Background: an optimization exercise with open tools, aiming at small area. Do not read the settings as production practice. The RTL was checked by simulation tests, not by an equivalence proof against the original design.

**design.v**
```verilog
package db_pkg;
    localparam int PIX_W      = 8;         
    localparam int PIX4_W     = 4*PIX_W;   
    localparam int MV_W       = 10;        
    localparam int QP_W       = 6;
    localparam int LCU_X_W    = 4;         
    localparam int BS_W       = 2;
    localparam int TC_W       = 5;         
    localparam int TC_IDX_MAX = 53;
    localparam int MV_THRESH  = 4;         
    localparam int SAO_W      = 19;
    localparam logic [1:0] SAO_OFF  = 2'd0;
    localparam logic [1:0] SAO_BAND = 2'd1;
    localparam logic [1:0] SAO_EDGE = 2'd2;   
endpackage
`timescale 1ns/1ps
import db_pkg::*;
module db_bs_calc (
    input  logic                        clk,
    input  logic                        rst_n,
    input  logic                        seg_valid_i,
    input  logic                        intra_i,
    input  logic                        tu_edge_i,
    input  logic                        pu_edge_i,
    input  logic                        cbf_p_i,
    input  logic                        cbf_q_i,
    input  logic [2*db_pkg::MV_W-1:0]   mv_p_i,      
    input  logic [2*db_pkg::MV_W-1:0]   mv_q_i,
    input  logic [db_pkg::QP_W-1:0]     qp_i,
    input  logic [db_pkg::PIX4_W-1:0]   pix_p_i,
    input  logic [db_pkg::PIX4_W-1:0]   pix_q_i,
    output logic                        seg_valid,
    output logic [db_pkg::BS_W-1:0]     seg_bs,
    output logic [db_pkg::TC_W-1:0]     seg_tc,      
    output logic [db_pkg::PIX4_W-1:0]   seg_pix_p,
    output logic [db_pkg::PIX4_W-1:0]   seg_pix_q
);
    function automatic logic [4:0] tc_lookup(input logic [5:0] idx);
        case (idx)
            6'd18: tc_lookup = 5'd1;
            6'd19: tc_lookup = 5'd1;
            6'd20: tc_lookup = 5'd1;
            6'd21: tc_lookup = 5'd1;
            6'd22: tc_lookup = 5'd1;
            6'd23: tc_lookup = 5'd1;
            6'd24: tc_lookup = 5'd1;
            6'd25: tc_lookup = 5'd1;
            6'd26: tc_lookup = 5'd1;
            6'd27: tc_lookup = 5'd2;
            6'd28: tc_lookup = 5'd2;
            6'd29: tc_lookup = 5'd2;
            6'd30: tc_lookup = 5'd2;
            6'd31: tc_lookup = 5'd3;
            6'd32: tc_lookup = 5'd3;
            6'd33: tc_lookup = 5'd3;
            6'd34: tc_lookup = 5'd3;
            6'd35: tc_lookup = 5'd4;
            6'd36: tc_lookup = 5'd4;
            6'd37: tc_lookup = 5'd4;
            6'd38: tc_lookup = 5'd5;
            6'd39: tc_lookup = 5'd5;
            6'd40: tc_lookup = 5'd6;
            6'd41: tc_lookup = 5'd6;
            6'd42: tc_lookup = 5'd7;
            6'd43: tc_lookup = 5'd8;
            6'd44: tc_lookup = 5'd9;
            6'd45: tc_lookup = 5'd10;
            6'd46: tc_lookup = 5'd11;
            6'd47: tc_lookup = 5'd13;
            6'd48: tc_lookup = 5'd14;
            6'd49: tc_lookup = 5'd16;
            6'd50: tc_lookup = 5'd18;
            6'd51: tc_lookup = 5'd20;
            6'd52: tc_lookup = 5'd22;
            6'd53: tc_lookup = 5'd24;
            default: tc_lookup = 5'd0;
        endcase
    endfunction
    logic signed [MV_W:0] dx_w, dy_w;    
    logic [MV_W:0]        ax_w, ay_w;
    logic                 mv_big_w;
    logic [BS_W-1:0]      bs_w;
    logic [QP_W:0]        idx_w;         
    assign dx_w = $signed({mv_p_i[MV_W-1], mv_p_i[MV_W-1:0]})
                - $signed({mv_q_i[MV_W-1], mv_q_i[MV_W-1:0]});
    assign dy_w = $signed({mv_p_i[2*MV_W-1], mv_p_i[2*MV_W-1:MV_W]})
                - $signed({mv_q_i[2*MV_W-1], mv_q_i[2*MV_W-1:MV_W]});
    assign ax_w = dx_w[MV_W] ? -dx_w : dx_w;
    assign ay_w = dy_w[MV_W] ? -dy_w : dy_w;
    assign mv_big_w = (ax_w >= 11'd4) || (ay_w >= 11'd4);
    always_comb begin
        if (intra_i && (tu_edge_i || pu_edge_i))
            bs_w = 2'd2;                         
        else if (tu_edge_i && (cbf_p_i || cbf_q_i))
            bs_w = 2'd1;                         
        else if (pu_edge_i && mv_big_w)
            bs_w = 2'd1;                         
        else
            bs_w = 2'd0;
        idx_w = {1'b0, qp_i} + ((bs_w == 2'd2) ? 7'd2 : 7'd0);
        if (idx_w > 7'd53)
            idx_w = 7'd53;                       
    end
    always_ff @(posedge clk or negedge rst_n) begin
        if (!rst_n)
            seg_valid <= 1'b0;
        else
            seg_valid <= seg_valid_i;
    end
    always_ff @(posedge clk) begin
        if (seg_valid_i) begin
            seg_bs    <= bs_w;
            seg_tc    <= tc_lookup(idx_w[5:0]);
            seg_pix_p <= pix_p_i;
            seg_pix_q <= pix_q_i;
        end
    end
endmodule
`timescale 1ns/1ps
import db_pkg::*;
module db_sao_select (
    input  logic                         clk,
    input  logic                         rst_n,
    input  logic                         lcu_start_i,
    input  logic [db_pkg::LCU_X_W-1:0]   lcu_x_i,
    input  logic [db_pkg::SAO_W-1:0]     lcu_sao_i,
    input  logic                         seg_valid_i,
    input  logic                         seg_ver_i,       
    input  logic                         seg_lcu_edge_i,
    output logic [db_pkg::SAO_W-1:0]     sao_p_o,
    output logic [db_pkg::SAO_W-1:0]     sao_q_o
);
    localparam int TOP_N = 1 << LCU_X_W;
    logic [SAO_W-1:0] cur_r;
    logic [SAO_W-1:0] left_r;
    logic [SAO_W-1:0] top_r;
    logic [SAO_W-1:0] top_mem [TOP_N];   
    logic [SAO_W-1:0] sel_p_w;
    always_ff @(posedge clk or negedge rst_n) begin
        if (!rst_n) begin
            cur_r  <= '0;                        
            left_r <= '0;
            top_r  <= '0;
        end else if (lcu_start_i) begin
            left_r <= cur_r;
            cur_r  <= lcu_sao_i;
            top_r  <= top_mem[lcu_x_i];          
        end
    end
    for (genvar i = 0; i < TOP_N; i++) begin : g_top
        always_ff @(posedge clk or negedge rst_n) begin
            if (!rst_n)
                top_mem[i] <= '0;                
            else if (lcu_start_i && (lcu_x_i == i))
                top_mem[i] <= lcu_sao_i;
        end
    end
    always_comb begin
        if (!seg_lcu_edge_i)
            sel_p_w = cur_r;                     
        else if (seg_ver_i)
            sel_p_w = left_r;
        else
            sel_p_w = top_r;
    end
    always_ff @(posedge clk) begin
        if (seg_valid_i) begin
            sao_p_o <= sel_p_w;
            sao_q_o <= cur_r;
        end
    end
endmodule
`timescale 1ns/1ps
import db_pkg::*;
module db_luma_filter (
    input  logic                       clk,
    input  logic                       rst_n,
    input  logic                       seg_valid,
    input  logic [db_pkg::BS_W-1:0]    seg_bs,
    input  logic [db_pkg::TC_W-1:0]    seg_tc,
    input  logic [db_pkg::PIX4_W-1:0]  seg_pix_p,
    input  logic [db_pkg::PIX4_W-1:0]  seg_pix_q,
    input  logic [db_pkg::SAO_W-1:0]   sao_p_i,
    input  logic [db_pkg::SAO_W-1:0]   sao_q_i,
    output logic                       pix_valid,
    output logic [db_pkg::BS_W-1:0]    pix_bs,
    output logic [db_pkg::PIX4_W-1:0]  pix_pix_p,   
    output logic [db_pkg::PIX4_W-1:0]  pix_pix_q,
    output logic [db_pkg::SAO_W-1:0]   pix_sao_p,
    output logic [db_pkg::SAO_W-1:0]   pix_sao_q
);
    function automatic logic [7:0] clip_pix(input logic signed [9:0] v);
        if (v < 0)
            clip_pix = 8'h00;
        else if (v > 10'sd255)
            clip_pix = 8'hff;
        else
            clip_pix = v[7:0];
    endfunction
    logic [PIX_W-1:0]   p0_w, p1_w, q0_w, q1_w;
    logic signed [12:0] delta_w;         
    logic signed [12:0] dclip_w;
    logic signed [12:0] tc_x_w;
    logic [12:0]        dabs_w;
    logic [8:0]         tc10_w;
    logic               on_w;
    logic [PIX_W-1:0]   p0f_w, q0f_w;
    assign p0_w = seg_pix_p[PIX_W-1:0];
    assign p1_w = seg_pix_p[2*PIX_W-1:PIX_W];
    assign q0_w = seg_pix_q[PIX_W-1:0];
    assign q1_w = seg_pix_q[2*PIX_W-1:PIX_W];
    always_comb begin
        delta_w = (13'sd9 * ($signed({5'b0, q0_w}) - $signed({5'b0, p0_w}))
                 - 13'sd3 * ($signed({5'b0, q1_w}) - $signed({5'b0, p1_w}))
                 + 13'sd8) >>> 4;
        dabs_w  = delta_w[12] ? 13'(-delta_w) : 13'(delta_w);
        tc10_w  = {4'b0, seg_tc} * 9'd10;
        tc_x_w  = $signed({8'b0, seg_tc});
        on_w    = (seg_bs != '0) && (dabs_w < {4'b0, tc10_w});
        if (delta_w > tc_x_w)
            dclip_w = tc_x_w;
        else if (delta_w < -tc_x_w)
            dclip_w = -tc_x_w;
        else
            dclip_w = delta_w;
        if (on_w) begin
            p0f_w = clip_pix($signed({2'b00, p0_w}) + $signed(dclip_w[9:0]));
            q0f_w = clip_pix($signed({2'b00, q0_w}) - $signed(dclip_w[9:0]));
        end else begin
            p0f_w = p0_w;                        
            q0f_w = q0_w;
        end
    end
    always_ff @(posedge clk or negedge rst_n) begin
        if (!rst_n)
            pix_valid <= 1'b0;
        else
            pix_valid <= seg_valid;
    end
    always_ff @(posedge clk) begin
        if (seg_valid) begin
            pix_bs    <= seg_bs;
            pix_pix_p <= {seg_pix_p[PIX4_W-1:PIX_W], p0f_w};
            pix_pix_q <= {seg_pix_q[PIX4_W-1:PIX_W], q0f_w};
            pix_sao_p <= sao_p_i;
            pix_sao_q <= sao_q_i;
        end
    end
endmodule
`timescale 1ns/1ps
import db_pkg::*;
module db_sao_offset (
    input  logic                        clk,
    input  logic                        rst_n,
    input  logic                        pix_valid,
    input  logic [db_pkg::BS_W-1:0]     pix_bs,
    input  logic [db_pkg::PIX4_W-1:0]   pix_pix_p,
    input  logic [db_pkg::PIX4_W-1:0]   pix_pix_q,
    input  logic [db_pkg::SAO_W-1:0]    pix_sao_p,
    input  logic [db_pkg::SAO_W-1:0]    pix_sao_q,
    output logic                        out_valid_o,
    output logic [db_pkg::BS_W-1:0]     out_bs_o,
    output logic [db_pkg::PIX4_W-1:0]   out_p_o,
    output logic [db_pkg::PIX4_W-1:0]   out_q_o
);
    function automatic logic [7:0] sao_pix(
        input logic [18:0] w,
        input logic [7:0]  c,
        input logic [7:0]  a,
        input logic [7:0]  b,
        input logic        eo_ok             
    );
        logic [4:0]        k;
        logic [1:0]        lt, gt;
        logic signed [4:0] off;
        logic signed [9:0] sum;
        off = 5'sd0;
        k   = 5'd0;
        lt  = 2'd0;
        gt  = 2'd0;
        if (w[18:17] == SAO_BAND) begin
            k = c[7:3] - w[16:12];               
            if (k < 5'd4) begin
                case (k[1:0])
                    2'd0: off = {{2{w[2]}},  w[2:0]};
                    2'd1: off = {{2{w[5]}},  w[5:3]};
                    2'd2: off = {{2{w[8]}},  w[8:6]};
                    default: off = {{2{w[11]}}, w[11:9]};
                endcase
            end
        end else if (w[18:17] == SAO_EDGE && eo_ok) begin
            lt = {1'b0, (c < a)} + {1'b0, (c < b)};
            gt = {1'b0, (c > a)} + {1'b0, (c > b)};
            if (lt == 2'd2)
                off = $signed({1'b0, w[4:1]});           
            else if (lt == 2'd1 && gt == 2'd0)
                off = $signed({1'b0, w[8:5]});
            else if (gt == 2'd1 && lt == 2'd0)
                off = -$signed({1'b0, w[12:9]});
            else if (gt == 2'd2)
                off = -$signed({1'b0, w[16:13]});        
        end
        sum = $signed({2'b00, c}) + off;
        if (sum < 0)
            sao_pix = 8'h00;
        else if (sum > 10'sd255)
            sao_pix = 8'hff;
        else
            sao_pix = sum[7:0];
    endfunction
    logic [8*PIX_W-1:0] row_w;           
    logic [8*PIX_W-1:0] res_w;
    always_comb begin
        for (int i = 0; i < 4; i++) begin
            row_w[PIX_W*(3-i) +: PIX_W] = pix_pix_p[PIX_W*i +: PIX_W];    
            row_w[PIX_W*(4+i) +: PIX_W] = pix_pix_q[PIX_W*i +: PIX_W];    
        end
    end
    for (genvar i = 0; i < 8; i++) begin : g_pix
        assign res_w[PIX_W*i +: PIX_W] =
            sao_pix((i < 4) ? pix_sao_p : pix_sao_q,
                    row_w[PIX_W*i +: PIX_W],
                    row_w[PIX_W*((i == 0) ? 0 : i-1) +: PIX_W],
                    row_w[PIX_W*((i == 7) ? 7 : i+1) +: PIX_W],
                    (i != 0) && (i != 7));
    end
    always_ff @(posedge clk or negedge rst_n) begin
        if (!rst_n)
            out_valid_o <= 1'b0;
        else
            out_valid_o <= pix_valid;
    end
    always_ff @(posedge clk) begin
        if (pix_valid) begin
            out_bs_o <= pix_bs;
            for (int i = 0; i < 4; i++) begin
                out_p_o[PIX_W*i +: PIX_W] <= res_w[PIX_W*(3-i) +: PIX_W];
                out_q_o[PIX_W*i +: PIX_W] <= res_w[PIX_W*(4+i) +: PIX_W];
            end
        end
    end
endmodule
`timescale 1ns/1ps
import db_pkg::*;
module db_top (
    input  logic                         clk,
    input  logic                         rst_n,
    input  logic                         lcu_start_i,
    input  logic [db_pkg::LCU_X_W-1:0]   lcu_x_i,
    input  logic [db_pkg::SAO_W-1:0]     lcu_sao_i,
    input  logic                         seg_valid_i,
    input  logic                         seg_ver_i,
    input  logic                         seg_lcu_edge_i,
    input  logic                         intra_i,
    input  logic                         tu_edge_i,
    input  logic                         pu_edge_i,
    input  logic                         cbf_p_i,
    input  logic                         cbf_q_i,
    input  logic [2*db_pkg::MV_W-1:0]    mv_p_i,
    input  logic [2*db_pkg::MV_W-1:0]    mv_q_i,
    input  logic [db_pkg::QP_W-1:0]      qp_i,
    input  logic [db_pkg::PIX4_W-1:0]    pix_p_i,
    input  logic [db_pkg::PIX4_W-1:0]    pix_q_i,
    output logic                         out_valid_o,
    output logic [db_pkg::BS_W-1:0]      out_bs_o,
    output logic [db_pkg::PIX4_W-1:0]    out_p_o,
    output logic [db_pkg::PIX4_W-1:0]    out_q_o
);
    logic [db_pkg::SAO_W-1:0] sao_p_w;      
    logic [db_pkg::SAO_W-1:0] sao_q_w;
    logic              seg_valid;
    logic [BS_W-1:0]   seg_bs;
    logic [TC_W-1:0]   seg_tc;
    logic [PIX4_W-1:0] seg_pix_p;
    logic [PIX4_W-1:0] seg_pix_q;
    logic              pix_valid;
    logic [BS_W-1:0]   pix_bs;
    logic [PIX4_W-1:0] pix_pix_p;
    logic [PIX4_W-1:0] pix_pix_q;
    logic [db_pkg::SAO_W-1:0]         pix_sao_p;
    logic [db_pkg::SAO_W-1:0]         pix_sao_q;
    db_bs_calc u_bs (
        .clk         (clk),
        .rst_n       (rst_n),
        .seg_valid_i (seg_valid_i),
        .intra_i     (intra_i),
        .tu_edge_i   (tu_edge_i),
        .pu_edge_i   (pu_edge_i),
        .cbf_p_i     (cbf_p_i),
        .cbf_q_i     (cbf_q_i),
        .mv_p_i      (mv_p_i),
        .mv_q_i      (mv_q_i),
        .qp_i        (qp_i),
        .pix_p_i     (pix_p_i),
        .pix_q_i     (pix_q_i),
        .seg_valid   (seg_valid),
        .seg_bs      (seg_bs),
        .seg_tc      (seg_tc),
        .seg_pix_p   (seg_pix_p),
        .seg_pix_q   (seg_pix_q)
    );
    db_sao_select u_sel (
        .clk            (clk),
        .rst_n          (rst_n),
        .lcu_start_i    (lcu_start_i),
        .lcu_x_i        (lcu_x_i),
        .lcu_sao_i      (lcu_sao_i),
        .seg_valid_i    (seg_valid_i),
        .seg_ver_i      (seg_ver_i),
        .seg_lcu_edge_i (seg_lcu_edge_i),
        .sao_p_o        (sao_p_w),
        .sao_q_o        (sao_q_w)
    );
    db_luma_filter u_flt (
        .clk     (clk),
        .rst_n   (rst_n),
        .seg_valid   (seg_valid),
        .seg_bs      (seg_bs),
        .seg_tc      (seg_tc),
        .seg_pix_p   (seg_pix_p),
        .seg_pix_q   (seg_pix_q),
        .sao_p_i (sao_p_w),
        .sao_q_i (sao_q_w),
        .pix_valid   (pix_valid),
        .pix_bs      (pix_bs),
        .pix_pix_p   (pix_pix_p),
        .pix_pix_q   (pix_pix_q),
        .pix_sao_p   (pix_sao_p),
        .pix_sao_q   (pix_sao_q)
    );
    db_sao_offset u_sao (
        .clk         (clk),
        .rst_n       (rst_n),
        .pix_valid   (pix_valid),
        .pix_bs      (pix_bs),
        .pix_pix_p   (pix_pix_p),
        .pix_pix_q   (pix_pix_q),
        .pix_sao_p   (pix_sao_p),
        .pix_sao_q   (pix_sao_q),
        .out_valid_o (out_valid_o),
        .out_bs_o    (out_bs_o),
        .out_p_o     (out_p_o),
        .out_q_o     (out_q_o)
    );
endmodule
```
**run.sh**
```bash
#!/bin/bash
# synth_recipe.tcl (not shown) runs the flow's synth.tcl, then flattens the netlist and writes it again
# the make line also repeats each setting of config.mk as NAME=value (left out here)
make -C /OpenROAD-flow-scripts/flow DESIGN_CONFIG=/design/flow/config.mk WORK_HOME=/design/flow/orfs CLKGATE_MAP_FILE= SYNTH_SCRIPT=/design/flow/synth_recipe.tcl finish
```
**constraint.sdc**
```tcl
create_clock -name core_clock -period 12.0 [get_ports {clk}]
set_input_delay 2.4000 -clock core_clock [delete_from_list [all_inputs] [get_ports {clk}]]
set_output_delay 2.4000 -clock core_clock [all_outputs]
set_load 0.01 [all_outputs]
```
**config.mk**
```make
export PLATFORM = sky130hd
export DESIGN_NAME = db_top
export DESIGN_NICKNAME = db_top
export VERILOG_FILES = /design/flow/design.v
export SDC_FILE = /design/flow/constraint.sdc
export NUM_CORES = 4
export LEC_CHECK = 0
export CAP_MARGIN = 20
export CORE_MARGIN = 2
export CORE_UTILIZATION = 40
export SLEW_MARGIN = 20
```
==> results.sh <==
export IMPL_remaining_drc_errors=0
export IMPL_ant_nets=0
export IMPL_globalRouteOverflowTotal=0
export IMPL_timing_hold_worst_endpoint="u_flt.pix_sao_q[4]"
export IMPL_post_drt_via_cell_ratio=5.44
export IMPL_grt_start_max_net_pins=103
export IMPL_edff_count_synth=279
export IMPL_worst_hold_path_num_cells=0
export IMPL_endpoint_kind="register"
export IMPL_fin_crit_sh=0.864
export IMPL_initial_core_util=0.403
export IMPL_die_h_um=311
export IMPL_final_hold_violation_count=0
export IMPL_stdcell_count=4791
export IMPL_number_of_global_route_vias_before_repair=26100
export IMPL_critical_path_reg2reg_startpoint="u_bs.seg_pix_q[8]"
export IMPL_rsz0062_at_grt="no"
export IMPL_crit_arrival_ps=10830
export IMPL_post_synth_inst_count=3258
export IMPL_h_tree_lvls=3
export IMPL_number_of_warnings_printed_during_yosys_synthesis=5
export IMPL_dieArea_mm2=0.0966
export IMPL_path_max_fanout=15
export IMPL_timing_worst_setup_path_type="reg -> reg"
export IMPL_detail_route_wl_per_cell_um=20.7
export IMPL_ys_flop_type="dfrtp_1"
export IMPL_post_cts_repair_setup_buffers=0
export IMPL_min_path_type="reg -> reg"
export IMPL_mostFrequentLayoutCells="362 x dfrtp_1, 346 x mux2_2, 328 x ha_1"
export IMPL_final_period_minus_worst_setup_slack_ps=10370
export IMPL_place_detailed_instances=4654
export IMPL_ctsRootBufferMaster="clkbuf_16"
export IMPL_detail_route_first_pass_iterations=5
export IMPL_netlist_area_mm2=0.0376
export IMPL_pre_cts_slack_ps=1700
export IMPL_timing_final_max_slew_violations=0
export IMPL_cts_tree="yes"
export IMPL_global_route_wire_length_before_repair_um=154000
export IMPL_placement_io_buffers=210
export IMPL_clock_skew_ps=16.3
export IMPL_drt_initial_violations=1823
export IMPL_synth_net_count=3770
export IMPL_synthArstFlopShare=0.566
export IMPL_cts_sinks=643
export IMPL_clk_latency_ps=630
export IMPL_timing_critical_path_from_type="register"
export IMPL_reg2reg_slack_ps=1630
export IMPL_detailedPlacementHpwl_um=68600
export IMPL_final_setup_tns_ps=0
export IMPL_crit_slowest_cell="fa_1"
export IMPL_path_common_cell="ha_1"
export IMPL_synth_ff_latch_count=643
export IMPL_core_area_mm2=0.0933
export IMPL_holdCritStartpoint="u_sel.sao_q_o[4]"
export IMPL_die_x_um=311
export IMPL_critical_path_max_stage_delay_ps=500
export IMPL_holdBufCountCts=0
export IMPL_grtUsageTotal=0.204
export IMPL_worst_r2r_endpoint="u_flt.pix_pix_p[0]"
export IMPL_yosys_cell_types_count=85
export IMPL_area_growth_pct=16.3
export IMPL_outcome="no timing/DRC/antenna violations"
export IMPL_slew_headroom=0.315
export IMPL_report_final_setup_viol=0
export IMPL_fin_nets=3988
export IMPL_gpl_final_weighted_congestion=0.934
export IMPL_via_count=26100
export IMPL_post_cts_resized=0
export IMPL_timing_critical_path_required_ps=12460
export IMPL_final_layout_size_suffix_gt1_frac=0.160
export IMPL_post_synth_cell_area_avg_um2=11.6
export IMPL_tightestPinTransition_ps=1020
export IMPL_most_common_cell_after_layout_fill_and_taps_aside="dfrtp_1"
export IMPL_drv_cap=0
export IMPL_initial_antenna_violation_count=4
export IMPL_boundaryPins=211
export IMPL_placementRows=112
export IMPL_maximum_frequency_from_static_timing_analysis_mhz=96.4
export IMPL_path_clk_slew_ps=60
export IMPL_timing_final_ws_setup_ps=1630
export IMPL_routed_wirelength_um=99200
export IMPL_synth_sequential_area_ratio=0.465
export IMPL_cts_inserted_buffers=74
export IMPL_ctsLongestPathBuffers=3
export IMPL_worst_r2r_cell_count=43
-- metrics by stage --
stage          hold slack (ps)  utilization  instance area [um^2]
6_report                   413        0.469                 43800
5_1_grt                    421        0.469                 43800
4_1_cts                    414        0.469                 43700
3_5_place_dp               405        0.442                 41200
3_3_place_gp               401        0.442                 41200
2_1_floorplan              400            -                 37600
-- sequential cells by signal, indices dropped and copies added (netlist names), 2 cells and up --
signal,flops
u_flt.pix_pix_p,32
u_sao.out_q_o,32
u_sel.left_r,19
u_flt.pix_sao_q,19
u_sao.out_bs_o,2
u_flt.pix_sao_p,19
u_bs.seg_tc,5
u_sel.cur_r,19
u_sel.sao_p_o,19
u_bs.seg_bs,2
u_flt.pix_pix_q,32
u_sel.top_mem,304
u_sel.top_r,19
u_sel.sao_q_o,19
u_flt.pix_bs,2
u_bs.seg_pix_p,32
u_bs.seg_pix_q,32
u_sao.out_p_o,32
-- critical path, delay by kind of cell, from the launching register on --
kind | cells | cell delay (ps)
AO/OA/AOI/OAI | 17 | 3700
buffers and inverters | 5 | 300
flip-flops | 1 | 380
XOR/XNOR | 3 | 1030
adder cells (fa/ha/maj) | 10 | 3620
multiplexers | 2 | 510
AND/OR/NAND/NOR | 6 | 680
-- worst max path at each step --
stage,startpoint,end,slack [ps],cells past startpoint
6_report,u_bs.seg_pix_q[8],u_flt.pix_pix_p[0],1630,43
5_1_grt,u_bs.seg_pix_q[8],u_flt.pix_pix_p[0],710,43
4_1_cts,u_bs.seg_pix_q[8],u_flt.pix_pix_p[0],1650,43
3_5_place_dp,u_bs.seg_pix_q[8],u_flt.pix_pix_p[0],1700,43
3_3_place_gp,u_bs.seg_pix_q[8],u_flt.pix_pix_p[4],1910,43
2_1_floorplan,u_bs.seg_pix_q[8],u_flt.pix_pix_p[2],2720,47
-- per-layer routing --
metal / vias to the layer above / global-route usage / wire length, um
met5: - / 0 / 13
met4: 2 / 0.0626 / 2750
met3: 176 / 0.0316 / 4530
met2: 650 / 0.345 / 48000
met1: 12800 / 0.269 / 43900
li1: 12400 / - / -
-- synthesized netlist by cell type, types with 75 or more instances --
cell      count  area (um^2)
inv_1       268         1010
xnor2_1      97          850
o21ai_0      99          495
edfxtp_1    279         8380
nor2_1      178          668
ha_1        328         4100
mux2_2      346         3900
a21oi_1     226         1130
nand2_1      98          368
a21o_1       75          563
clkbuf_1     99          372
a22oi_1      96          721
dfrtp_1     364         9110
-- final cells by class --
cell class,instances,area (um^2)
Timing Repair Buffer,254,2430
Clock inverter,34,450
Sequential cell,643,17500
Tap cell,1254,1570
Fill cell,8587,49600
Clock buffer,99,2070
Multi-Input combinational cell,2235,18700
Inverter,268,1010
Antenna cell,4,10.0
-- cell families (layout without fill, tap and decap cells) --
kind of cell	after synthesis	count (layout)	synth area share
xor+xnor	164	164	0.0389
other cells	0	4	0
compound gates	761	761	0.134
fa+ha+maj	368	368	0.130
buf+inv	380	655	0.0386
flops	643	643	0.465
simple gates	545	545	0.0698
mux	397	397	0.124

## what the ideal ports hide
The flow's constraints put no driver on any port. The routed layout listed below was extracted and timed again, unchanged, in two steps.
Step 1, drivers: a clkbuf_16 drives clk and a buf_2 each remaining input, both assumed.
Step 2, shift: input delay + t, output delay - t, t = (earliest + latest rising clock arrival at the registers) / 2. This alone moves slack from input paths to output paths.
a / b / c = ideal / step 1 / step 2; a / b = the first two.
shift t [ns]: 0.683
setup slack, ns: 1.628 / 1.628 / 1.628
clock arrival spread, ns: 0.019 / 0.020
worst data-port slew with drivers (ns): 0.12
After both steps setup and hold are still met in this run. The setup slack of this run moves by 0.000 ns with the drivers and by 0.000 ns with both steps.
